This is an optimization exercise on Yosys and OpenROAD, whose aim is small area, a short achievable clock period and few clock cycles, not a production implementation. RTL that was checked went through simulation tests only; none was proved equivalent to the original.

==> flow/design.v (excerpt) <==
module armCore (
	input  logic        clk,
	input  logic        reset,
	input  logic [31:0] readData,
	output logic        memWrite,
	output logic [31:0] adr,
	output logic [31:0] writeData
);
clock: 14.0 ns
lec_check: 0
cap_margin: 20
core_margin: 2
core_utilization: 60
slew_margin: 20
tns_end_percent: 10
standard.sh (not shown) runs the stock make flow with config.mk's settings and CLKGATE_MAP_FILE= SYNTH_SCRIPT=/design/flow/synth_recipe.tcl, a recipe that flattens the netlist after the stock synthesis.
==> flow/flow/run.sh <==
#!/bin/bash
# Standard layout (the standard.sh: ORFS from the standard synthesis to
# finish), with two changes passed to ORFS's make:
#  - repair_timing aims for the setup slack margin in flow/margin.txt (ns),
#    at each stage where the standard flow repairs timing;
#  - clock tree synthesis inserts no dummy loads.
# Each tool's output goes to standard.log and ORFS's own logs under orfs/logs.
set -euo pipefail
MARGIN=$(cat flow/margin.txt)
bash standard.sh SETUP_SLACK_MARGIN=$MARGIN \
	"CTS_ARGS=-sink_clustering_enable -repair_clock_nets -dont_use_dummy_load" \
	finish > standard.log 2>&1
==> flow/flow/margin.txt <==
9.5
Then changed:
--- a/flow/design.v
+++ b/flow/design.v
@@ -268,34 +268,29 @@
 	assign rdBf = (wen && selB[eRd]) ? wd : rdB;
 	logic condD, flagsBusy, dStall, dAdv, dTake, memGoD, isSub, needFall;
 	assign condD     = condOk(ir[31:28], fN, fZ, fC, fV);
 	assign flagsBusy = eValid && eS && (eDP || eMul);
 	assign dStall    = (isMem && ((eValid && (eDP || eMul || eLoad) && eRd == rnF)
 	                              || (ir[31:28] != 4'b1110 && flagsBusy)))
 	                || (isMul && eValid && (eDP || eMul || eLoad) && selB[eRd]);
 	assign dAdv      = irValid && !eBusy && !dStall && !jumpE;
 	assign needFall  = !flagsBusy && !condD;
 	assign dTake     = dAdv && ((isB && (needFall || !irFok)) || (isPcAdd && !needFall));
 	assign memGoD    = isMem && condD;
 	assign isSub     = isDP && (fn == 4'b0010);
-	logic [31:0] addrD, brD, offB;
-	logic [12:0] addrLo;
-	logic [19:0] baseHiInc;
-	assign addrLo    = {1'b0, rdA[11:0]} + {1'b0, ir[11:0]};
-	assign baseHiInc = rdA[31:12] + 20'd1;
-	assign addrD     = {addrLo[12] ? baseHiInc : rdA[31:12], addrLo[11:0]};
-	logic [32:0] brDc;
+	logic [31:0] addD, offB;
 	assign offB = {{6{ir[23]}}, ir[23:0], 2'b00};
-	assign brDc = addPP(pc8D, isPcAdd ? {20'd0, ir[11:0]} : (needFall ? 32'hFFFF_FFFC : offB), 1'b0);
-	assign brD  = brDc[31:0];
+	logic [32:0] addDc;
+	assign addDc = addPP(rdA, (isMem || isPcAdd) ? {20'd0, ir[11:0]} : (needFall ? 32'hFFFF_FFFC : offB), 1'b0);
+	assign addD  = addDc[31:0];
 	logic [31:0] opBD;
 	always_comb begin
 		if (isB || isPcAdd)
 			opBD = (needFall && isB) ? offB : 32'hFFFF_FFFC;
 		else if (immOp && isDP)
 			opBD = {24'd0, ir[7:0]} ^ {32{isSub}};
 		else
 			opBD = rdBf ^ {32{isSub}};
 	end
 	function automatic logic [3:0] portA(input logic [31:0] i);
 		if (i[27:26] == 2'b10)
 			portA = 4'd15;
@@ -315,25 +310,25 @@
 	logic        fBr, fOk;
 	logic [7:0]  fT;
 	assign fBr = (readData[27:26] == 2'b10);
 	logic [6:0]  pcLo2;
 	logic [32:0] fSum;
 	assign pcLo2 = {1'b0, pcReg[7:2]} + 7'd2;
 	assign fSum  = addPP({25'd0, pcLo2}, {{26{readData[5]}}, readData[5:0]}, 1'b0);
 	assign fT    = fSum[7:0];
 	assign fOk = (readData[23:5] == 19'd0 || readData[23:5] == 19'h7FFFF) && fT[7:6] == 2'b00;
 	logic irLoad;
 	assign irLoad = !eMemGo && (!irValid || dAdv) && !jumpE && !dTake;
 	logic [31:0] pcOther, pcNext;
-	assign pcOther = jumpE ? jumpTarget : dTake ? brD
+	assign pcOther = jumpE ? jumpTarget : dTake ? addD
 	               : irLoad ? {pcReg[31:2] + 30'd1, pcReg[1:0]} : pcReg;
 	assign pcNext  = (irLoad && fBr) ? {pcReg[31:8], fT[5:0], pcReg[1:0]} : pcOther;
 	logic [1:0] lzB;
 	logic [8:0] rsFirst;
 	assign lzB = (rdB[31:7] == 25'd0) ? 2'd3 : (rdB[31:15] == 17'd0) ? 2'd2
 	           : (rdB[31:23] == 9'd0) ? 2'd1 : 2'd0;
 	always_comb begin
 		case (lzB)
 			2'd0:    rsFirst = rdB[31:23];
 			2'd1:    rsFirst = rdB[23:15];
 			2'd2:    rsFirst = rdB[15:7];
 			default: rsFirst = {rdB[7:0], 1'b0};
@@ -391,20 +386,20 @@
 			opB    <= opBD;
 			{bNeg, bTwo, bOne} <= boothEnc(rsFirst);
 		end else if (mulStep)
 			{bNeg, bTwo, bOne} <= boothEnc(rsNext);
 		if (dAdv)
 			mulFirst <= 1'b1;
 		else if (mulStep)
 			mulFirst <= 1'b0;
 		if (!dAdv && mulStep && mulCnt == 3'd3) begin
 			opA <= csS;
 			opB <= csC;
 		end
-		dAdr  <= mulStep ? csS : addrD;
+		dAdr  <= mulStep ? csS : addD;
 		wdReg <= mulStep ? csC : rdBf;
 	end
 	assign adr       = eMemGo ? dAdr : pcReg;
 	assign memWrite  = memWReg;
 	assign writeData = wdReg;
 endmodule
 `default_nettype wire
Result: Cell count is lower by 2.0%. Routed wire length is lower by 1.4%. Via count shrinks by 2.0%. Worst setup slack degrades by 0.036 ns. Hold slack is worse by 0.048 ns. Utilization is higher by 0.77 points. Register-to-register slack degrades by 0.11 ns. Critical path depth climbs by 14. Flip-flop and latch count is unchanged. Die area fell by 2.0%.
Testbench counts after the change, summed over its fixed seeds: cycles 23,856.
For the first run of this note, only the layout was checked, not whether the RTL still works.

## what the ideal ports hide
Ports are ideal in the flow. The routed layouts listed here were re-timed in OpenROAD. Step 1, drivers: a clkbuf_16 drives clk and a buf_2 each remaining input, both assumed. Step 2 adds t to the input delays and takes it off the output delays; t is the mean of the earliest and latest rising clock arrival at the registers after step 1. Input paths then give back, and output paths get back, about the clock's delay inside the block. Slacks: ideal / step 1 / step 2; pairs: ideal / step 1.
run	t, ns	setup WS [ns]	worst register clock-pin slew, ns	worst slew at a driven data input, ns
the first run	0.700	9.213 / 9.143 / 8.613	0.06 / 0.06	0.07
the second run	0.701	9.177 / 9.124 / 8.621	0.06 / 0.06	0.07
After both steps every run listed still meets setup and hold. For the first run, which loses most, drivers alone change the setup slack by -0.070 ns; drivers and shift together by -0.600 ns.
